Background: an optimization exercise with open tools, aiming at small area, a short achievable clock period and few clock cycles per item. Do not read the settings as production practice. Only simulation tests tie the RTL to the original design; equivalence was not proved.

`design.v`:
```
`timescale 1ns / 1ps
package isqf_pkg;
  localparam int unsigned RADICAND_W  = 31;
  localparam int unsigned INT_ROOT_W  = 16;
  localparam int unsigned SCALED_W    = 33;
  localparam int unsigned INT_RAD_W   = 2 * INT_ROOT_W;
  localparam int unsigned SCALE_MAX_W = 34;
  localparam int unsigned SPLIT_W     = 17;
  localparam int unsigned PROD_W      = RADICAND_W + SPLIT_W;
  function automatic logic [63:0] pow10(input integer e);
    logic [63:0] r;
    integer      i;
    r = 64'd1;
    for (i = 0; i < e; i = i + 1) begin
      r = r * 64'd10;
    end
    pow10 = r;
  endfunction
endpackage
`timescale 1ns / 1ps
import isqf_pkg::*;
module integer_square_root_with_fraction #(
  parameter int unsigned FRAC_DIGITS = 5
) (
  input  logic                              clk_i,
  input  logic                              rst_ni,
  input  logic                              in_valid_i,
  output logic                              in_ready_o,
  input  logic [isqf_pkg::RADICAND_W-1:0]   in_radicand_i,
  output logic                              out_valid_o,
  input  logic                              out_ready_i,
  output logic [isqf_pkg::INT_ROOT_W-1:0]   out_int_root_o,
  output logic [isqf_pkg::SCALED_W-1:0]     out_scaled_root_o
);
  logic va, vm;
  logic [25:0] vs;
  logic o_v, k_v, o_load, inc;
  logic adv;
  logic rdy_q;   
  logic [30:0] n_a;
  assign adv        = ~k_v;
  assign o_load     = ~o_v | out_ready_i;
  assign inc        = ~k_v & vs[25];
  assign in_ready_o = rdy_q;
  always_ff @(posedge clk_i or negedge rst_ni) begin
    if (!rst_ni) begin
      rdy_q <= 1'b1;
    end else begin
      rdy_q <= o_load | ~(k_v | inc);
    end
  end
  always_ff @(posedge clk_i or negedge rst_ni) begin
    if (!rst_ni) begin
      va   <= 1'b0;
      vm   <= 1'b0;
      vs   <= '0;
    end else if (adv) begin
      va   <= in_valid_i & rdy_q;
      vm   <= va;
      vs   <= {vs[24:0], vm};
    end
  end
  logic [55:0] m_t [8];
  logic [55:0] m_s [6];
  logic [55:0] m_c [6];
  logic [55:0] ms_q, mc_q, m_d;
  logic [54:0] m_q;
  assign m_t[0] = (56'(n_a) << 23) | 56'd264;
  assign m_t[1] = 56'(n_a) << 20;
  assign m_t[2] = 56'(n_a) << 18;
  assign m_t[3] = 56'(n_a) << 16;
  assign m_t[4] = 56'(n_a) << 10;
  assign m_t[5] = (~(56'(n_a))) << 8;
  assign m_t[6] = (~(56'(n_a))) << 3;
  assign m_t[7] = 56'(n_a);
  assign m_s[0] = m_t[0] ^ m_t[1] ^ m_t[2];
  assign m_c[0] = ((m_t[0] & m_t[1]) | (m_t[0] & m_t[2]) | (m_t[1] & m_t[2])) << 1;
  assign m_s[1] = m_t[3] ^ m_t[4] ^ m_t[5];
  assign m_c[1] = ((m_t[3] & m_t[4]) | (m_t[3] & m_t[5]) | (m_t[4] & m_t[5])) << 1;
  assign m_s[2] = m_t[6] ^ m_t[7] ^ m_s[0];
  assign m_c[2] = ((m_t[6] & m_t[7]) | (m_t[6] & m_s[0]) | (m_t[7] & m_s[0])) << 1;
  assign m_s[3] = m_c[0] ^ m_s[1] ^ m_c[1];
  assign m_c[3] = ((m_c[0] & m_s[1]) | (m_c[0] & m_c[1]) | (m_s[1] & m_c[1])) << 1;
  assign m_s[4] = m_s[2] ^ m_c[2] ^ m_s[3];
  assign m_c[4] = ((m_s[2] & m_c[2]) | (m_s[2] & m_s[3]) | (m_c[2] & m_s[3])) << 1;
  assign m_s[5] = m_s[4] ^ m_c[4] ^ m_c[3];
  assign m_c[5] = ((m_s[4] & m_c[4]) | (m_s[4] & m_c[3]) | (m_c[4] & m_c[3])) << 1;
  assign m_d = ms_q + mc_q;
  assign m_q = m_d[54:0];
  always_ff @(posedge clk_i) begin
    if (adv) begin
      n_a  <= in_radicand_i;
      ms_q <= m_s[5];
      mc_q <= m_c[5];
    end
  end
  logic [1:0] s0_t0_r; logic s0_t0_g;
  assign s0_t0_g = |{1'b0, m_q[54]};
  assign s0_t0_r = {1'b0, m_q[54]} - 2'(s0_t0_g);
  logic [3:0] s0_t1_c, s0_t1_tr, s0_t1_d; logic s0_t1_g; logic [2:0] s0_t1_r; logic [1:0] s0_t1_q;
  assign s0_t1_c  = {s0_t0_r, m_q[53:52]};
  assign s0_t1_tr = 4'({s0_t0_g, 2'b01});
  assign s0_t1_d  = s0_t1_c - s0_t1_tr;
  assign s0_t1_g  = ~s0_t1_d[3];
  assign s0_t1_r  = s0_t1_g ? s0_t1_d[2:0] : s0_t1_c[2:0];
  assign s0_t1_q  = {s0_t0_g, s0_t1_g};
  logic [1:0] s0_q;
  logic [2:0] s0_r;
  logic [51:0] s0_rad;
  always_ff @(posedge clk_i) begin
    if (adv) begin
      s0_q <= s0_t1_q;
      s0_r <= s0_t1_r;
      s0_rad <= m_q[51:0];
    end
  end
  logic [4:0] s1_t0_c, s1_t0_tr, s1_t0_d; logic s1_t0_g; logic [3:0] s1_t0_r; logic [2:0] s1_t0_q;
  assign s1_t0_c  = {s0_r, s0_rad[51:50]};
  assign s1_t0_tr = 5'({s0_q, 2'b01});
  assign s1_t0_d  = s1_t0_c - s1_t0_tr;
  assign s1_t0_g  = ~s1_t0_d[4];
  assign s1_t0_r  = s1_t0_g ? s1_t0_d[3:0] : s1_t0_c[3:0];
  assign s1_t0_q  = {s0_q, s1_t0_g};
  logic [5:0] s1_t1_c, s1_t1_tr, s1_t1_d; logic s1_t1_g; logic [4:0] s1_t1_r; logic [3:0] s1_t1_q;
  assign s1_t1_c  = {s1_t0_r, s0_rad[49:48]};
  assign s1_t1_tr = 6'({s1_t0_q, 2'b01});
  assign s1_t1_d  = s1_t1_c - s1_t1_tr;
  assign s1_t1_g  = ~s1_t1_d[5];
  assign s1_t1_r  = s1_t1_g ? s1_t1_d[4:0] : s1_t1_c[4:0];
  assign s1_t1_q  = {s1_t0_q, s1_t1_g};
  logic [3:0] s1_q;
  logic [4:0] s1_r;
  logic [47:0] s1_rad;
  always_ff @(posedge clk_i) begin
    if (adv) begin
      s1_q <= s1_t1_q;
      s1_r <= s1_t1_r;
      s1_rad <= s0_rad[47:0];
    end
  end
  logic [9:0] s2_t0_x, s2_t0_k3, s2_t0_d1, s2_t0_d2, s2_t0_d3; logic [1:0] s2_t0_g;
  logic [6:0] s2_t0_r; logic [5:0] s2_t0_q;
  assign s2_t0_x  = 10'({s1_r, s1_rad[47:44]});
  assign s2_t0_k3 = 10'({s1_q, 4'b0000}) + 10'({s1_q, 3'b000}) + 10'(9);
  assign s2_t0_d1 = s2_t0_x - 10'({s1_q, 3'b001});
  assign s2_t0_d2 = s2_t0_x - 10'({s1_q, 4'b0100});
  assign s2_t0_d3 = s2_t0_x - s2_t0_k3;
  assign s2_t0_g  = !s2_t0_d3[9] ? 2'd3 : !s2_t0_d2[9] ? 2'd2 : !s2_t0_d1[9] ? 2'd1 : 2'd0;
  assign s2_t0_r  = 7'(!s2_t0_d3[9] ? s2_t0_d3 : !s2_t0_d2[9] ? s2_t0_d2 : !s2_t0_d1[9] ? s2_t0_d1 : s2_t0_x);
  assign s2_t0_q  = {s1_q, s2_t0_g};
  logic [5:0] s2_q;
  logic [6:0] s2_r;
  logic [43:0] s2_rad;
  always_ff @(posedge clk_i) begin
    if (adv) begin
      s2_q <= s2_t0_q;
      s2_r <= s2_t0_r;
      s2_rad <= s1_rad[43:0];
    end
  end
  logic [11:0] s3_t0_x, s3_t0_k3, s3_t0_d1, s3_t0_d2, s3_t0_d3; logic [1:0] s3_t0_g;
  logic [8:0] s3_t0_r; logic [7:0] s3_t0_q;
  assign s3_t0_x  = 12'({s2_r, s2_rad[43:40]});
  assign s3_t0_k3 = 12'({s2_q, 4'b0000}) + 12'({s2_q, 3'b000}) + 12'(9);
  assign s3_t0_d1 = s3_t0_x - 12'({s2_q, 3'b001});
  assign s3_t0_d2 = s3_t0_x - 12'({s2_q, 4'b0100});
  assign s3_t0_d3 = s3_t0_x - s3_t0_k3;
  assign s3_t0_g  = !s3_t0_d3[11] ? 2'd3 : !s3_t0_d2[11] ? 2'd2 : !s3_t0_d1[11] ? 2'd1 : 2'd0;
  assign s3_t0_r  = 9'(!s3_t0_d3[11] ? s3_t0_d3 : !s3_t0_d2[11] ? s3_t0_d2 : !s3_t0_d1[11] ? s3_t0_d1 : s3_t0_x);
  assign s3_t0_q  = {s2_q, s3_t0_g};
  logic [7:0] s3_q;
  logic [8:0] s3_r;
  logic [39:0] s3_rad;
  always_ff @(posedge clk_i) begin
    if (adv) begin
      s3_q <= s3_t0_q;
      s3_r <= s3_t0_r;
      s3_rad <= s2_rad[39:0];
    end
  end
  logic [13:0] s4_t0_x, s4_t0_k3, s4_t0_d1, s4_t0_d2, s4_t0_d3; logic [1:0] s4_t0_g;
  logic [10:0] s4_t0_r; logic [9:0] s4_t0_q;
  assign s4_t0_x  = 14'({s3_r, s3_rad[39:36]});
  assign s4_t0_k3 = 14'({s3_q, 4'b0000}) + 14'({s3_q, 3'b000}) + 14'(9);
  assign s4_t0_d1 = s4_t0_x - 14'({s3_q, 3'b001});
  assign s4_t0_d2 = s4_t0_x - 14'({s3_q, 4'b0100});
  assign s4_t0_d3 = s4_t0_x - s4_t0_k3;
  assign s4_t0_g  = !s4_t0_d3[13] ? 2'd3 : !s4_t0_d2[13] ? 2'd2 : !s4_t0_d1[13] ? 2'd1 : 2'd0;
  assign s4_t0_r  = 11'(!s4_t0_d3[13] ? s4_t0_d3 : !s4_t0_d2[13] ? s4_t0_d2 : !s4_t0_d1[13] ? s4_t0_d1 : s4_t0_x);
  assign s4_t0_q  = {s3_q, s4_t0_g};
  logic [9:0] s4_q;
  logic [10:0] s4_r;
  logic [35:0] s4_rad;
  always_ff @(posedge clk_i) begin
    if (adv) begin
      s4_q <= s4_t0_q;
      s4_r <= s4_t0_r;
      s4_rad <= s3_rad[35:0];
    end
  end
  logic [15:0] s5_t0_x, s5_t0_k3, s5_t0_d1, s5_t0_d2, s5_t0_d3; logic [1:0] s5_t0_g;
  logic [12:0] s5_t0_r; logic [11:0] s5_t0_q;
  assign s5_t0_x  = 16'({s4_r, s4_rad[35:32]});
  assign s5_t0_k3 = 16'({s4_q, 4'b0000}) + 16'({s4_q, 3'b000}) + 16'(9);
  assign s5_t0_d1 = s5_t0_x - 16'({s4_q, 3'b001});
  assign s5_t0_d2 = s5_t0_x - 16'({s4_q, 4'b0100});
  assign s5_t0_d3 = s5_t0_x - s5_t0_k3;
  assign s5_t0_g  = !s5_t0_d3[15] ? 2'd3 : !s5_t0_d2[15] ? 2'd2 : !s5_t0_d1[15] ? 2'd1 : 2'd0;
  assign s5_t0_r  = 13'(!s5_t0_d3[15] ? s5_t0_d3 : !s5_t0_d2[15] ? s5_t0_d2 : !s5_t0_d1[15] ? s5_t0_d1 : s5_t0_x);
  assign s5_t0_q  = {s4_q, s5_t0_g};
  logic [11:0] s5_q;
  logic [12:0] s5_r;
  logic [31:0] s5_rad;
  always_ff @(posedge clk_i) begin
    if (adv) begin
      s5_q <= s5_t0_q;
      s5_r <= s5_t0_r;
      s5_rad <= s4_rad[31:0];
    end
  end
  logic [14:0] s6_t0_c, s6_t0_tr, s6_t0_d; logic s6_t0_g; logic [13:0] s6_t0_r; logic [12:0] s6_t0_q;
  assign s6_t0_c  = {s5_r, s5_rad[31:30]};
  assign s6_t0_tr = 15'({s5_q, 2'b01});
  assign s6_t0_d  = s6_t0_c - s6_t0_tr;
  assign s6_t0_g  = ~s6_t0_d[14];
  assign s6_t0_r  = s6_t0_g ? s6_t0_d[13:0] : s6_t0_c[13:0];
  assign s6_t0_q  = {s5_q, s6_t0_g};
  logic [12:0] s6_q;
  logic [13:0] s6_r;
  logic [29:0] s6_rad;
  always_ff @(posedge clk_i) begin
    if (adv) begin
      s6_q <= s6_t0_q;
      s6_r <= s6_t0_r;
      s6_rad <= s5_rad[29:0];
    end
  end
  logic [15:0] s7_t0_c, s7_t0_tr, s7_t0_d; logic s7_t0_g; logic [14:0] s7_t0_r; logic [13:0] s7_t0_q;
  assign s7_t0_c  = {s6_r, s6_rad[29:28]};
  assign s7_t0_tr = 16'({s6_q, 2'b01});
  assign s7_t0_d  = s7_t0_c - s7_t0_tr;
  assign s7_t0_g  = ~s7_t0_d[15];
  assign s7_t0_r  = s7_t0_g ? s7_t0_d[14:0] : s7_t0_c[14:0];
  assign s7_t0_q  = {s6_q, s7_t0_g};
  logic [13:0] s7_q;
  logic [14:0] s7_r;
  logic [27:0] s7_rad;
  always_ff @(posedge clk_i) begin
    if (adv) begin
      s7_q <= s7_t0_q;
      s7_r <= s7_t0_r;
      s7_rad <= s6_rad[27:0];
    end
  end
  logic [16:0] s8_t0_c, s8_t0_tr, s8_t0_d; logic s8_t0_g; logic [15:0] s8_t0_r; logic [14:0] s8_t0_q;
  assign s8_t0_c  = {s7_r, s7_rad[27:26]};
  assign s8_t0_tr = 17'({s7_q, 2'b01});
  assign s8_t0_d  = s8_t0_c - s8_t0_tr;
  assign s8_t0_g  = ~s8_t0_d[16];
  assign s8_t0_r  = s8_t0_g ? s8_t0_d[15:0] : s8_t0_c[15:0];
  assign s8_t0_q  = {s7_q, s8_t0_g};
  logic [14:0] s8_q;
  logic [15:0] s8_r;
  logic [25:0] s8_rad;
  always_ff @(posedge clk_i) begin
    if (adv) begin
      s8_q <= s8_t0_q;
      s8_r <= s8_t0_r;
      s8_rad <= s7_rad[25:0];
    end
  end
  logic [17:0] s9_t0_c, s9_t0_tr, s9_t0_d; logic s9_t0_g; logic [16:0] s9_t0_r; logic [15:0] s9_t0_q;
  assign s9_t0_c  = {s8_r, s8_rad[25:24]};
  assign s9_t0_tr = 18'({s8_q, 2'b01});
  assign s9_t0_d  = s9_t0_c - s9_t0_tr;
  assign s9_t0_g  = ~s9_t0_d[17];
  assign s9_t0_r  = s9_t0_g ? s9_t0_d[16:0] : s9_t0_c[16:0];
  assign s9_t0_q  = {s8_q, s9_t0_g};
  logic [15:0] s9_q;
  logic [16:0] s9_r;
  logic [23:0] s9_rad;
  always_ff @(posedge clk_i) begin
    if (adv) begin
      s9_q <= s9_t0_q;
      s9_r <= s9_t0_r;
      s9_rad <= s8_rad[23:0];
    end
  end
  logic [18:0] s10_t0_c, s10_t0_tr, s10_t0_d; logic s10_t0_g; logic [17:0] s10_t0_r; logic [16:0] s10_t0_q;
  assign s10_t0_c  = {s9_r, s9_rad[23:22]};
  assign s10_t0_tr = 19'({s9_q, 2'b01});
  assign s10_t0_d  = s10_t0_c - s10_t0_tr;
  assign s10_t0_g  = ~s10_t0_d[18];
  assign s10_t0_r  = s10_t0_g ? s10_t0_d[17:0] : s10_t0_c[17:0];
  assign s10_t0_q  = {s9_q, s10_t0_g};
  logic [16:0] s10_q;
  logic [17:0] s10_r;
  logic [21:0] s10_rad;
  always_ff @(posedge clk_i) begin
    if (adv) begin
      s10_q <= s10_t0_q;
      s10_r <= s10_t0_r;
      s10_rad <= s9_rad[21:0];
    end
  end
  logic [19:0] s11_t0_c, s11_t0_tr, s11_t0_d; logic s11_t0_g; logic [18:0] s11_t0_r; logic [17:0] s11_t0_q;
  assign s11_t0_c  = {s10_r, s10_rad[21:20]};
  assign s11_t0_tr = 20'({s10_q, 2'b01});
  assign s11_t0_d  = s11_t0_c - s11_t0_tr;
  assign s11_t0_g  = ~s11_t0_d[19];
  assign s11_t0_r  = s11_t0_g ? s11_t0_d[18:0] : s11_t0_c[18:0];
  assign s11_t0_q  = {s10_q, s11_t0_g};
  logic [17:0] s11_q;
  logic [18:0] s11_r;
  logic [19:0] s11_rad;
  always_ff @(posedge clk_i) begin
    if (adv) begin
      s11_q <= s11_t0_q;
      s11_r <= s11_t0_r;
      s11_rad <= s10_rad[19:0];
    end
  end
  logic [20:0] s12_t0_c, s12_t0_tr, s12_t0_d; logic s12_t0_g; logic [19:0] s12_t0_r; logic [18:0] s12_t0_q;
  assign s12_t0_c  = {s11_r, s11_rad[19:18]};
  assign s12_t0_tr = 21'({s11_q, 2'b01});
  assign s12_t0_d  = s12_t0_c - s12_t0_tr;
  assign s12_t0_g  = ~s12_t0_d[20];
  assign s12_t0_r  = s12_t0_g ? s12_t0_d[19:0] : s12_t0_c[19:0];
  assign s12_t0_q  = {s11_q, s12_t0_g};
  logic [18:0] s12_q;
  logic [19:0] s12_r;
  logic [17:0] s12_rad;
  always_ff @(posedge clk_i) begin
    if (adv) begin
      s12_q <= s12_t0_q;
      s12_r <= s12_t0_r;
      s12_rad <= s11_rad[17:0];
    end
  end
  logic [21:0] s13_t0_c, s13_t0_tr, s13_t0_d; logic s13_t0_g; logic [20:0] s13_t0_r; logic [19:0] s13_t0_q;
  assign s13_t0_c  = {s12_r, s12_rad[17:16]};
  assign s13_t0_tr = 22'({s12_q, 2'b01});
  assign s13_t0_d  = s13_t0_c - s13_t0_tr;
  assign s13_t0_g  = ~s13_t0_d[21];
  assign s13_t0_r  = s13_t0_g ? s13_t0_d[20:0] : s13_t0_c[20:0];
  assign s13_t0_q  = {s12_q, s13_t0_g};
  logic [19:0] s13_q;
  logic [20:0] s13_r;
  logic [15:0] s13_rad;
  always_ff @(posedge clk_i) begin
    if (adv) begin
      s13_q <= s13_t0_q;
      s13_r <= s13_t0_r;
      s13_rad <= s12_rad[15:0];
    end
  end
  logic [22:0] s14_t0_c, s14_t0_tr, s14_t0_d; logic s14_t0_g; logic [21:0] s14_t0_r; logic [20:0] s14_t0_q;
  assign s14_t0_c  = {s13_r, s13_rad[15:14]};
  assign s14_t0_tr = 23'({s13_q, 2'b01});
  assign s14_t0_d  = s14_t0_c - s14_t0_tr;
  assign s14_t0_g  = ~s14_t0_d[22];
  assign s14_t0_r  = s14_t0_g ? s14_t0_d[21:0] : s14_t0_c[21:0];
  assign s14_t0_q  = {s13_q, s14_t0_g};
  logic [20:0] s14_q;
  logic [21:0] s14_r;
  logic [13:0] s14_rad;
  always_ff @(posedge clk_i) begin
    if (adv) begin
      s14_q <= s14_t0_q;
      s14_r <= s14_t0_r;
      s14_rad <= s13_rad[13:0];
    end
  end
  logic [23:0] s15_t0_c, s15_t0_tr, s15_t0_d; logic s15_t0_g; logic [22:0] s15_t0_r; logic [21:0] s15_t0_q;
  assign s15_t0_c  = {s14_r, s14_rad[13:12]};
  assign s15_t0_tr = 24'({s14_q, 2'b01});
  assign s15_t0_d  = s15_t0_c - s15_t0_tr;
  assign s15_t0_g  = ~s15_t0_d[23];
  assign s15_t0_r  = s15_t0_g ? s15_t0_d[22:0] : s15_t0_c[22:0];
  assign s15_t0_q  = {s14_q, s15_t0_g};
  logic [21:0] s15_q;
  logic [22:0] s15_r;
  logic [11:0] s15_rad;
  always_ff @(posedge clk_i) begin
    if (adv) begin
      s15_q <= s15_t0_q;
      s15_r <= s15_t0_r;
      s15_rad <= s14_rad[11:0];
    end
  end
  logic [24:0] s16_t0_c, s16_t0_tr, s16_t0_d; logic s16_t0_g; logic [23:0] s16_t0_r; logic [22:0] s16_t0_q;
  assign s16_t0_c  = {s15_r, s15_rad[11:10]};
  assign s16_t0_tr = 25'({s15_q, 2'b01});
  assign s16_t0_d  = s16_t0_c - s16_t0_tr;
  assign s16_t0_g  = ~s16_t0_d[24];
  assign s16_t0_r  = s16_t0_g ? s16_t0_d[23:0] : s16_t0_c[23:0];
  assign s16_t0_q  = {s15_q, s16_t0_g};
  logic [22:0] s16_q;
  logic [23:0] s16_r;
  logic [9:0] s16_rad;
  always_ff @(posedge clk_i) begin
    if (adv) begin
      s16_q <= s16_t0_q;
      s16_r <= s16_t0_r;
      s16_rad <= s15_rad[9:0];
    end
  end
  logic [25:0] s17_t0_c, s17_t0_tr, s17_t0_d; logic s17_t0_g; logic [24:0] s17_t0_r; logic [23:0] s17_t0_q;
  assign s17_t0_c  = {s16_r, s16_rad[9:8]};
  assign s17_t0_tr = 26'({s16_q, 2'b01});
  assign s17_t0_d  = s17_t0_c - s17_t0_tr;
  assign s17_t0_g  = ~s17_t0_d[25];
  assign s17_t0_r  = s17_t0_g ? s17_t0_d[24:0] : s17_t0_c[24:0];
  assign s17_t0_q  = {s16_q, s17_t0_g};
  logic [23:0] s17_q;
  logic [24:0] s17_r;
  logic [7:0] s17_rad;
  always_ff @(posedge clk_i) begin
    if (adv) begin
      s17_q <= s17_t0_q;
      s17_r <= s17_t0_r;
      s17_rad <= s16_rad[7:0];
    end
  end
  logic [26:0] s18_t0_c, s18_t0_tr, s18_t0_d; logic s18_t0_g; logic [25:0] s18_t0_r; logic [24:0] s18_t0_q;
  assign s18_t0_c  = {s17_r, s17_rad[7:6]};
  assign s18_t0_tr = 27'({s17_q, 2'b01});
  assign s18_t0_d  = s18_t0_c - s18_t0_tr;
  assign s18_t0_g  = ~s18_t0_d[26];
  assign s18_t0_r  = s18_t0_g ? s18_t0_d[25:0] : s18_t0_c[25:0];
  assign s18_t0_q  = {s17_q, s18_t0_g};
  logic [24:0] s18_q;
  logic [25:0] s18_r;
  logic [5:0] s18_rad;
  always_ff @(posedge clk_i) begin
    if (adv) begin
      s18_q <= s18_t0_q;
      s18_r <= s18_t0_r;
      s18_rad <= s17_rad[5:0];
    end
  end
  logic [27:0] s19_t0_c, s19_t0_tr, s19_t0_d; logic s19_t0_g; logic [26:0] s19_t0_r; logic [25:0] s19_t0_q;
  assign s19_t0_c  = {s18_r, s18_rad[5:4]};
  assign s19_t0_tr = 28'({s18_q, 2'b01});
  assign s19_t0_d  = s19_t0_c - s19_t0_tr;
  assign s19_t0_g  = ~s19_t0_d[27];
  assign s19_t0_r  = s19_t0_g ? s19_t0_d[26:0] : s19_t0_c[26:0];
  assign s19_t0_q  = {s18_q, s19_t0_g};
  logic [25:0] s19_q;
  logic [26:0] s19_r;
  logic [3:0] s19_rad;
  always_ff @(posedge clk_i) begin
    if (adv) begin
      s19_q <= s19_t0_q;
      s19_r <= s19_t0_r;
      s19_rad <= s18_rad[3:0];
    end
  end
  logic [28:0] s20_t0_c, s20_t0_tr, s20_t0_d; logic s20_t0_g; logic [27:0] s20_t0_r; logic [26:0] s20_t0_q;
  assign s20_t0_c  = {s19_r, s19_rad[3:2]};
  assign s20_t0_tr = 29'({s19_q, 2'b01});
  assign s20_t0_d  = s20_t0_c - s20_t0_tr;
  assign s20_t0_g  = ~s20_t0_d[28];
  assign s20_t0_r  = s20_t0_g ? s20_t0_d[27:0] : s20_t0_c[27:0];
  assign s20_t0_q  = {s19_q, s20_t0_g};
  logic [26:0] s20_q;
  logic [27:0] s20_r;
  logic [1:0] s20_rad;
  always_ff @(posedge clk_i) begin
    if (adv) begin
      s20_q <= s20_t0_q;
      s20_r <= s20_t0_r;
      s20_rad <= s19_rad[1:0];
    end
  end
  logic [29:0] s21_t0_c, s21_t0_tr, s21_t0_d; logic s21_t0_g; logic [28:0] s21_t0_r; logic [27:0] s21_t0_q;
  assign s21_t0_c  = {s20_r, s20_rad[1:0]};
  assign s21_t0_tr = 30'({s20_q, 2'b01});
  assign s21_t0_d  = s21_t0_c - s21_t0_tr;
  assign s21_t0_g  = ~s21_t0_d[29];
  assign s21_t0_r  = s21_t0_g ? s21_t0_d[28:0] : s21_t0_c[28:0];
  assign s21_t0_q  = {s20_q, s21_t0_g};
  logic [27:0] s21_q;
  logic [28:0] s21_r;
  always_ff @(posedge clk_i) begin
    if (adv) begin
      s21_q <= s21_t0_q;
      s21_r <= s21_t0_r;
    end
  end
  logic [30:0] s22_t0_c, s22_t0_tr, s22_t0_d; logic s22_t0_g; logic [29:0] s22_t0_r; logic [28:0] s22_t0_q;
  assign s22_t0_c  = {s21_r, 2'b00};
  assign s22_t0_tr = 31'({s21_q, 2'b01});
  assign s22_t0_d  = s22_t0_c - s22_t0_tr;
  assign s22_t0_g  = ~s22_t0_d[30];
  assign s22_t0_r  = s22_t0_g ? s22_t0_d[29:0] : s22_t0_c[29:0];
  assign s22_t0_q  = {s21_q, s22_t0_g};
  logic [12:0] s22_v13_x; logic s22_v13_g; logic [11:0] s22_v13_r;
  assign s22_v13_x = s21_q[27:15];
  assign s22_v13_g = (s22_v13_x >= 13'd3125);
  assign s22_v13_r = 12'(s22_v13_g ? (s22_v13_x - 13'd3125) : s22_v13_x);
  logic [28:0] s22_q;
  logic [29:0] s22_r;
  logic [11:0] s22_dr; logic [0:0] s22_dq;
  always_ff @(posedge clk_i) begin
    if (adv) begin
      s22_q <= s22_t0_q;
      s22_r <= s22_t0_r;
      s22_dr <= s22_v13_r;
      s22_dq <= s22_v13_g;
    end
  end
  logic [31:0] s23_t0_c, s23_t0_tr, s23_t0_d; logic s23_t0_g; logic [30:0] s23_t0_r; logic [29:0] s23_t0_q;
  assign s23_t0_c  = {s22_r, 2'b00};
  assign s23_t0_tr = 32'({s22_q, 2'b01});
  assign s23_t0_d  = s23_t0_c - s23_t0_tr;
  assign s23_t0_g  = ~s23_t0_d[31];
  assign s23_t0_r  = s23_t0_g ? s23_t0_d[30:0] : s23_t0_c[30:0];
  assign s23_t0_q  = {s22_q, s23_t0_g};
  logic [13:0] s23_v15_x; logic [14:0] s23_v15_d1, s23_v15_d2, s23_v15_d3; logic [1:0] s23_v15_g; logic [11:0] s23_v15_r; logic [2:0] s23_v15_q;
  assign s23_v15_x  = {s22_dr, s22_q[15:14]};
  assign s23_v15_d1 = 15'(s23_v15_x) - 15'd3125;
  assign s23_v15_d2 = 15'(s23_v15_x) - 15'd6250;
  assign s23_v15_d3 = 15'(s23_v15_x) - 15'd9375;
  assign s23_v15_g  = !s23_v15_d3[14] ? 2'd3 : !s23_v15_d2[14] ? 2'd2 : !s23_v15_d1[14] ? 2'd1 : 2'd0;
  assign s23_v15_r  = 12'(!s23_v15_d3[14] ? s23_v15_d3 : !s23_v15_d2[14] ? s23_v15_d2 : !s23_v15_d1[14] ? s23_v15_d1 : 15'(s23_v15_x));
  assign s23_v15_q  = {s22_dq, s23_v15_g};
  logic [13:0] s23_v17_x; logic [14:0] s23_v17_d1, s23_v17_d2, s23_v17_d3; logic [1:0] s23_v17_g; logic [11:0] s23_v17_r; logic [4:0] s23_v17_q;
  assign s23_v17_x  = {s23_v15_r, s22_q[13:12]};
  assign s23_v17_d1 = 15'(s23_v17_x) - 15'd3125;
  assign s23_v17_d2 = 15'(s23_v17_x) - 15'd6250;
  assign s23_v17_d3 = 15'(s23_v17_x) - 15'd9375;
  assign s23_v17_g  = !s23_v17_d3[14] ? 2'd3 : !s23_v17_d2[14] ? 2'd2 : !s23_v17_d1[14] ? 2'd1 : 2'd0;
  assign s23_v17_r  = 12'(!s23_v17_d3[14] ? s23_v17_d3 : !s23_v17_d2[14] ? s23_v17_d2 : !s23_v17_d1[14] ? s23_v17_d1 : 15'(s23_v17_x));
  assign s23_v17_q  = {s23_v15_q, s23_v17_g};
  logic [29:0] s23_q;
  logic [30:0] s23_r;
  logic [11:0] s23_dr; logic [4:0] s23_dq;
  always_ff @(posedge clk_i) begin
    if (adv) begin
      s23_q <= s23_t0_q;
      s23_r <= s23_t0_r;
      s23_dr <= s23_v17_r;
      s23_dq <= s23_v17_q;
    end
  end
  logic [32:0] s24_t0_c, s24_t0_tr, s24_t0_d; logic s24_t0_g; logic [31:0] s24_t0_r; logic [30:0] s24_t0_q;
  assign s24_t0_c  = {s23_r, 2'b00};
  assign s24_t0_tr = 33'({s23_q, 2'b01});
  assign s24_t0_d  = s24_t0_c - s24_t0_tr;
  assign s24_t0_g  = ~s24_t0_d[32];
  assign s24_t0_r  = s24_t0_g ? s24_t0_d[31:0] : s24_t0_c[31:0];
  assign s24_t0_q  = {s23_q, s24_t0_g};
  logic [13:0] s24_v19_x; logic [14:0] s24_v19_d1, s24_v19_d2, s24_v19_d3; logic [1:0] s24_v19_g; logic [11:0] s24_v19_r; logic [6:0] s24_v19_q;
  assign s24_v19_x  = {s23_dr, s23_q[12:11]};
  assign s24_v19_d1 = 15'(s24_v19_x) - 15'd3125;
  assign s24_v19_d2 = 15'(s24_v19_x) - 15'd6250;
  assign s24_v19_d3 = 15'(s24_v19_x) - 15'd9375;
  assign s24_v19_g  = !s24_v19_d3[14] ? 2'd3 : !s24_v19_d2[14] ? 2'd2 : !s24_v19_d1[14] ? 2'd1 : 2'd0;
  assign s24_v19_r  = 12'(!s24_v19_d3[14] ? s24_v19_d3 : !s24_v19_d2[14] ? s24_v19_d2 : !s24_v19_d1[14] ? s24_v19_d1 : 15'(s24_v19_x));
  assign s24_v19_q  = {s23_dq, s24_v19_g};
  logic [13:0] s24_v21_x; logic [14:0] s24_v21_d1, s24_v21_d2, s24_v21_d3; logic [1:0] s24_v21_g; logic [11:0] s24_v21_r; logic [8:0] s24_v21_q;
  assign s24_v21_x  = {s24_v19_r, s23_q[10:9]};
  assign s24_v21_d1 = 15'(s24_v21_x) - 15'd3125;
  assign s24_v21_d2 = 15'(s24_v21_x) - 15'd6250;
  assign s24_v21_d3 = 15'(s24_v21_x) - 15'd9375;
  assign s24_v21_g  = !s24_v21_d3[14] ? 2'd3 : !s24_v21_d2[14] ? 2'd2 : !s24_v21_d1[14] ? 2'd1 : 2'd0;
  assign s24_v21_r  = 12'(!s24_v21_d3[14] ? s24_v21_d3 : !s24_v21_d2[14] ? s24_v21_d2 : !s24_v21_d1[14] ? s24_v21_d1 : 15'(s24_v21_x));
  assign s24_v21_q  = {s24_v19_q, s24_v21_g};
  logic [30:0] s24_q;
  logic [31:0] s24_r;
  logic [11:0] s24_dr; logic [8:0] s24_dq;
  always_ff @(posedge clk_i) begin
    if (adv) begin
      s24_q <= s24_t0_q;
      s24_r <= s24_t0_r;
      s24_dr <= s24_v21_r;
      s24_dq <= s24_v21_q;
    end
  end
  logic [33:0] s25_t0_c, s25_t0_tr, s25_t0_d; logic s25_t0_g; logic [32:0] s25_t0_r; logic [31:0] s25_t0_q;
  assign s25_t0_c  = {s24_r, 2'b00};
  assign s25_t0_tr = 34'({s24_q, 2'b01});
  assign s25_t0_d  = s25_t0_c - s25_t0_tr;
  assign s25_t0_g  = ~s25_t0_d[33];
  assign s25_t0_r  = s25_t0_g ? s25_t0_d[32:0] : s25_t0_c[32:0];
  assign s25_t0_q  = {s24_q, s25_t0_g};
  logic [13:0] s25_v23_x; logic [14:0] s25_v23_d1, s25_v23_d2, s25_v23_d3; logic [1:0] s25_v23_g; logic [11:0] s25_v23_r; logic [10:0] s25_v23_q;
  assign s25_v23_x  = {s24_dr, s24_q[9:8]};
  assign s25_v23_d1 = 15'(s25_v23_x) - 15'd3125;
  assign s25_v23_d2 = 15'(s25_v23_x) - 15'd6250;
  assign s25_v23_d3 = 15'(s25_v23_x) - 15'd9375;
  assign s25_v23_g  = !s25_v23_d3[14] ? 2'd3 : !s25_v23_d2[14] ? 2'd2 : !s25_v23_d1[14] ? 2'd1 : 2'd0;
  assign s25_v23_r  = 12'(!s25_v23_d3[14] ? s25_v23_d3 : !s25_v23_d2[14] ? s25_v23_d2 : !s25_v23_d1[14] ? s25_v23_d1 : 15'(s25_v23_x));
  assign s25_v23_q  = {s24_dq, s25_v23_g};
  logic [13:0] s25_v25_x; logic [14:0] s25_v25_d1, s25_v25_d2, s25_v25_d3; logic [1:0] s25_v25_g; logic [11:0] s25_v25_r; logic [12:0] s25_v25_q;
  assign s25_v25_x  = {s25_v23_r, s24_q[7:6]};
  assign s25_v25_d1 = 15'(s25_v25_x) - 15'd3125;
  assign s25_v25_d2 = 15'(s25_v25_x) - 15'd6250;
  assign s25_v25_d3 = 15'(s25_v25_x) - 15'd9375;
  assign s25_v25_g  = !s25_v25_d3[14] ? 2'd3 : !s25_v25_d2[14] ? 2'd2 : !s25_v25_d1[14] ? 2'd1 : 2'd0;
  assign s25_v25_r  = 12'(!s25_v25_d3[14] ? s25_v25_d3 : !s25_v25_d2[14] ? s25_v25_d2 : !s25_v25_d1[14] ? s25_v25_d1 : 15'(s25_v25_x));
  assign s25_v25_q  = {s25_v23_q, s25_v25_g};
  logic [31:0] s25_q;
  logic [32:0] s25_r;
  logic [11:0] s25_dr; logic [12:0] s25_dq;
  always_ff @(posedge clk_i) begin
    if (adv) begin
      s25_q <= s25_t0_q;
      s25_r <= s25_t0_r;
      s25_dr <= s25_v25_r;
      s25_dq <= s25_v25_q;
    end
  end
  logic [34:0] s26_t0_c, s26_t0_tr, s26_t0_d; logic s26_t0_g; logic [33:0] s26_t0_r; logic [32:0] s26_t0_q;
  assign s26_t0_c  = {s25_r, 2'b00};
  assign s26_t0_tr = 35'({s25_q, 2'b01});
  assign s26_t0_d  = s26_t0_c - s26_t0_tr;
  assign s26_t0_g  = ~s26_t0_d[34];
  assign s26_t0_r  = s26_t0_g ? s26_t0_d[33:0] : s26_t0_c[33:0];
  assign s26_t0_q  = {s25_q, s26_t0_g};
  logic [13:0] s26_v27_x; logic [14:0] s26_v27_d1, s26_v27_d2, s26_v27_d3; logic [1:0] s26_v27_g; logic [11:0] s26_v27_r; logic [14:0] s26_v27_q;
  assign s26_v27_x  = {s25_dr, s25_q[6:5]};
  assign s26_v27_d1 = 15'(s26_v27_x) - 15'd3125;
  assign s26_v27_d2 = 15'(s26_v27_x) - 15'd6250;
  assign s26_v27_d3 = 15'(s26_v27_x) - 15'd9375;
  assign s26_v27_g  = !s26_v27_d3[14] ? 2'd3 : !s26_v27_d2[14] ? 2'd2 : !s26_v27_d1[14] ? 2'd1 : 2'd0;
  assign s26_v27_r  = 12'(!s26_v27_d3[14] ? s26_v27_d3 : !s26_v27_d2[14] ? s26_v27_d2 : !s26_v27_d1[14] ? s26_v27_d1 : 15'(s26_v27_x));
  assign s26_v27_q  = {s25_dq, s26_v27_g};
  logic [12:0] s26_v28_x; logic s26_v28_g; logic [11:0] s26_v28_r; logic [15:0] s26_v28_q;
  assign s26_v28_x = {s26_v27_r, s25_q[4]};
  assign s26_v28_g = (s26_v28_x >= 13'd3125);
  assign s26_v28_r = 12'(s26_v28_g ? (s26_v28_x - 13'd3125) : s26_v28_x);
  assign s26_v28_q = {s26_v27_q, s26_v28_g};
  logic [32:0] s26_q;
  logic [11:0] s26_dr; logic [15:0] s26_dq;
  logic [32:0] k_q; logic [15:0] k_dq;
  always_ff @(posedge clk_i or negedge rst_ni) begin
    if (!rst_ni) begin
      o_v <= 1'b0;
      k_v <= 1'b0;
    end else if (o_load) begin
      o_v <= k_v | inc;
      k_v <= 1'b0;
    end else if (inc) begin
      k_v <= 1'b1;
    end
  end
  always_ff @(posedge clk_i) begin
    if (o_load) begin
      s26_q  <= k_v ? k_q : s26_t0_q;
      s26_dq <= k_v ? k_dq : s26_v28_q;
    end
    if (!k_v) begin
      k_q  <= s26_t0_q;
      k_dq <= s26_v28_q;
    end
  end
  assign out_valid_o       = o_v;
  assign out_scaled_root_o = s26_q;
  assign out_int_root_o    = s26_dq;
endmodule
```
`config.mk`:
```
export PLATFORM = sky130hd
export DESIGN_NAME = integer_square_root_with_fraction
export DESIGN_NICKNAME = integer_square_root_with_fraction
export VERILOG_FILES = /design/flow/design.v
export SDC_FILE = /design/flow/constraint.sdc
export NUM_CORES = 4
export LEC_CHECK = 0
export ABC_AREA = 1
export CAP_MARGIN = 20
export CORE_MARGIN = 2
export CORE_UTILIZATION = 55
export PLACE_DENSITY = 0.68
export SETUP_SLACK_MARGIN = 4.9
export SLEW_MARGIN = 20
```
`constraint.sdc`:
```
create_clock -name core_clock -period 8.0 [get_ports {clk_i}]
set_input_delay 1.6000 -clock core_clock [delete_from_list [all_inputs] [get_ports {clk_i}]]
set_output_delay 1.6000 -clock core_clock [all_outputs]
set_load 0.01 [all_outputs]
```
`run.sh`:
```
#!/bin/bash
# synth_recipe.tcl (not shown) runs the flow's synth.tcl, then flattens the netlist and writes it again
# the make line also repeats each setting of config.mk as NAME=value (left out here)
make -C /OpenROAD-flow-scripts/flow DESIGN_CONFIG=/design/flow/config.mk WORK_HOME=/design/flow/orfs CLKGATE_MAP_FILE= SYNTH_SCRIPT=/design/flow/synth_recipe.tcl finish
```
==> flow_metrics.py <==
metrics = {
    "sta": {
        "slew_headroom_pct": 31.01,
        "setup_viol": 0,
        "rsz0062_at_grt": "true",
        "fin_setup_tns_ns": 0,
        "fin_crit_sh_pct": 42.33,
        "slew_viol_final": 0,
        "tightest_slew_ns": 1.035,
        "skew_ns": 0.07403,
        "finalWorstSetupSlack_ns": 4.614,
        "fin_crit_ns": 3.386,
        "hold_viol": 0,
        "max_freq_ghz": 0.2953,
    },
    "clock_network": {
        "clock_latency_ns": 0.87,
        "cts.path.max_buffers": 3,
        "clk_pin_slew_ns": 0.07,
        "cts-htree-levels": 4,
        "cts_root_buffer": "clkbuf_16",
        "cts_tree": "built",
        "clock-sinks": 1838,
        "cts_hold_buf": 0,
        "cts_buffers": 197,
    },
    "final_layout": {
        "fillCellCount": 14900,
        "nets": 12340,
        "multi_input_area_um2": 49040,
        "drive_gt1_share_pct": 15.56,
        "final_core_util_pct": 65.17,
        "area_delta_synth_final_pct": 18.03,
        "sequential_cell_area_um2": 54550,
        "final_cell_mix": "nand2_1 (2067), edfxtp_1 (1758), inv_1 (1400)",
        "final_area_um2": 125200,
        "layout_commonest_cell": "nand2_1",
    },
    "routing": {
        "avgRoutedWirePerCell_um": 18.54,
        "firstDrtPassIters": 5,
        "drcViolationCount": 0,
        "viasPerCell": 5.491,
        "wl_mm": 259.8,
        "antenna_left": 0,
        "vias": 76920,
        "drt_iter0_markers": 5685,
    },
    "worst_setup_path": {
        "end_kind": "flip-flop",
        "cp_max_fo": 4,
        "worst_setup_path_start_kind": "flip-flop",
        "worst-endpoint-arrival_ns": 3.99,
        "crit_required_ns": 8.61,
        "path_class": "flip-flop to flip-flop",
    },
    "synth": {
        "async_flop_share_pct": 1.687,
        "yosys_warnings": 4,
        "ys_types": 77,
        "syn_nets": 11630,
        "yosysSeqAreaShare_pct": 51.41,
        "synthFlopType": "edfxtp_1",
        "ys_ff_latch": 1838,
        "synth-edff-count": 1758,
        "synthCells": 10610,
        "syn_area_per_cell_um2": 10.00,
        "netlist_area_um2": 106100,
    },
    "floorplanning": {
        "die_w_um": 443.2,
        "start_util_pct": 55.21,
        "die_area_um2": 196500,
        "dieHeight_um": 443.2,
        "core_region_area_um2": 192200,
        "rows": 161,
        "pin_count": 86,
    },
    "global_routing": {
        "grt_usage_pct": 25.22,
        "grt_max_degree": 185,
        "grt_pass1_vias": 74530,
        "grt_pass1_wl_mm": 397.1,
        "antenna_found_initial": 1,
        "grt_overflow": 0,
    },
    "run": {
        "maxCapViolCount": 0,
    },
    "place": {
        "post_dp_cell_area_um2": 109700,
        "place_hpwl_mm": 180.4,
        "place_congestion": 0.9269,
        "pre_cts_slack_ns": 4.127,
        "numPortBuffers": 85,
    },
    "worst_hold_path": {
        "hp-class": "flip-flop to flip-flop",
    },
    "status": {
        "status": "timing/DRC/antenna clean",
    },
}
Yosys cell counts (all sizes together), types with 60 or more instances:
cell / n / area, um^2
a21oi: 884 / 4488
a31oi: 90 / 563.0
buf: 82 / 578.1
clkbuf: 76 / 285.3
edfxtp: 1758 / 52790
fa: 206 / 4124
ha: 784 / 9809
inv: 1508 / 5678
nand2: 2356 / 9189
nand3: 338 / 1817
nor2: 646 / 2524
nor3: 77 / 390.4
o21ai: 641 / 3253
o21bai: 60 / 454.2
xnor2: 244 / 2137
xor2: 390 / 3431
what timing repair did:
| action | in CTS | in global routing |
|---|---|---|
| cloned | 18 | 32 |
| endpoints found under the setup margin | 1245 | 510 |
| buffers inserted | 210 | 283 |
| pin swaps | 74 | 261 |
| resized for setup | 550 | 766 |
logic make-up after synthesis:
group / count (synthesis) / share of synthesized area [%]
compound gates: 1907 / 9.977
flops: 1838 / 51.41
fa+ha+maj: 990 / 13.13
xor+xnor: 634 / 5.247
buf+inv: 1673 / 6.194
mux: 4 / 0.04127
simple gates: 3562 / 14.00
metrics by stage:
step           instances  hold slack (ns)
6_report           14010           0.3986
5_1_grt            14010           0.4116
4_1_cts            13690           0.4023
3_5_place_dp       13100           0.4045
3_3_place_gp       13100           0.4005
2_1_floorplan      10610           0.4003
critical path, cell delays in order, from the launching register on:
cell and delay [ns]:
edfxtp_1 0.48, buf_6 0.17, ha_4 0.25, inv_2 0.03, fa_1 0.48, ha_4 0.29
inv_2 0.04, o21bai_4 0.14, a21o_1 0.16, a21oi_2 0.07, nor2_1 0.08, inv_1 0.06
buf_4 0.13, buf_4 0.12, buf_4 0.12, buf_4 0.13, buf_4 0.13, buf_4 0.12
nand3_1 0.08, nand2_1 0.06
state kept, by name, indices dropped and copies added (netlist names), 32 cells and up:
signal / count
k_q: 33
s25_r: 32
s0_rad: 52
s5_rad: 32
s2_rad: 44
s25_q: 32
s3_rad: 40
s4_rad: 36
s1_rad: 48
ms_q: 55
mc_q: 49
s26_q: 33
per-layer routing:
metal  part of all wire [%]  global-route usage [%]  up-vias
li1                       -                       -    37410
met2                     50                   44.22     2174
met5                      0                       0        -
met4                    3.9                   9.020        0
met3                    4.7                   3.058      578
met1                     42                   32.21    36760
area by class of cell:
type / instances / share of cell area (%)
diodes: 1 / 0.001998
clock inverters: 134 / 1.457
multi-input cells: 7123 / 39.16
inverters: 1515 / 4.701
flip-flops and latches: 1838 / 43.56
repair inverters: 11 / 0.06794
well taps: 2526 / 2.524
repair buffers: 628 / 4.399
clock buffers: 232 / 4.131
path summary, 6_finish.rpt:
path	from	endpoint	slack, ns	cells past startpoint
max	s3_q[2]	s4_r[9]	4.61	19
min	s9_rad[19]	s10_rad[19]	0.40	0
max reg2reg	s3_q[2]	s4_r[9]	4.61	19
min reg2reg	s9_rad[19]	s10_rad[19]	0.40	0
max in group asynchronous	rst_ni	rdy_q	6.54	2
min in group asynchronous	rst_ni	o_v	1.14	2
Testbench counts, summed over its fixed seeds: cycles 8,232, items 8,000.

## static timing again, ports no longer ideal
How much do the figures lean on ideal ports? The routed layout below was timed once more, with nothing changed but the port constraints. Step 1 (the two cells are an assumption about what drives the block):
set clk [get_ports {clk_i}]
set_driving_cell -lib_cell sky130_fd_sc_hd__clkbuf_16 $clk
set_driving_cell -lib_cell sky130_fd_sc_hd__buf_2 [delete_from_list [all_inputs] $clk]
Step 2 times the ports against the registers' clock, not the clock port: input delays grow and output delays shrink by t, the midpoint of the rising clock arrivals with the driver on. a / b / c = no drivers / after step 1 / after step 2; a / b = the first two.
t (ns): 0.914
setup slack, ns: 4.614 / 4.614 / 4.614
clock arrival spread, ns: 0.075 / 0.075
worst slew at a driven data input, ns: 0.03
After both steps this run still meets setup and hold. The setup slack of this run moves by 0.000 ns with the drivers and by 0.000 ns with both steps.
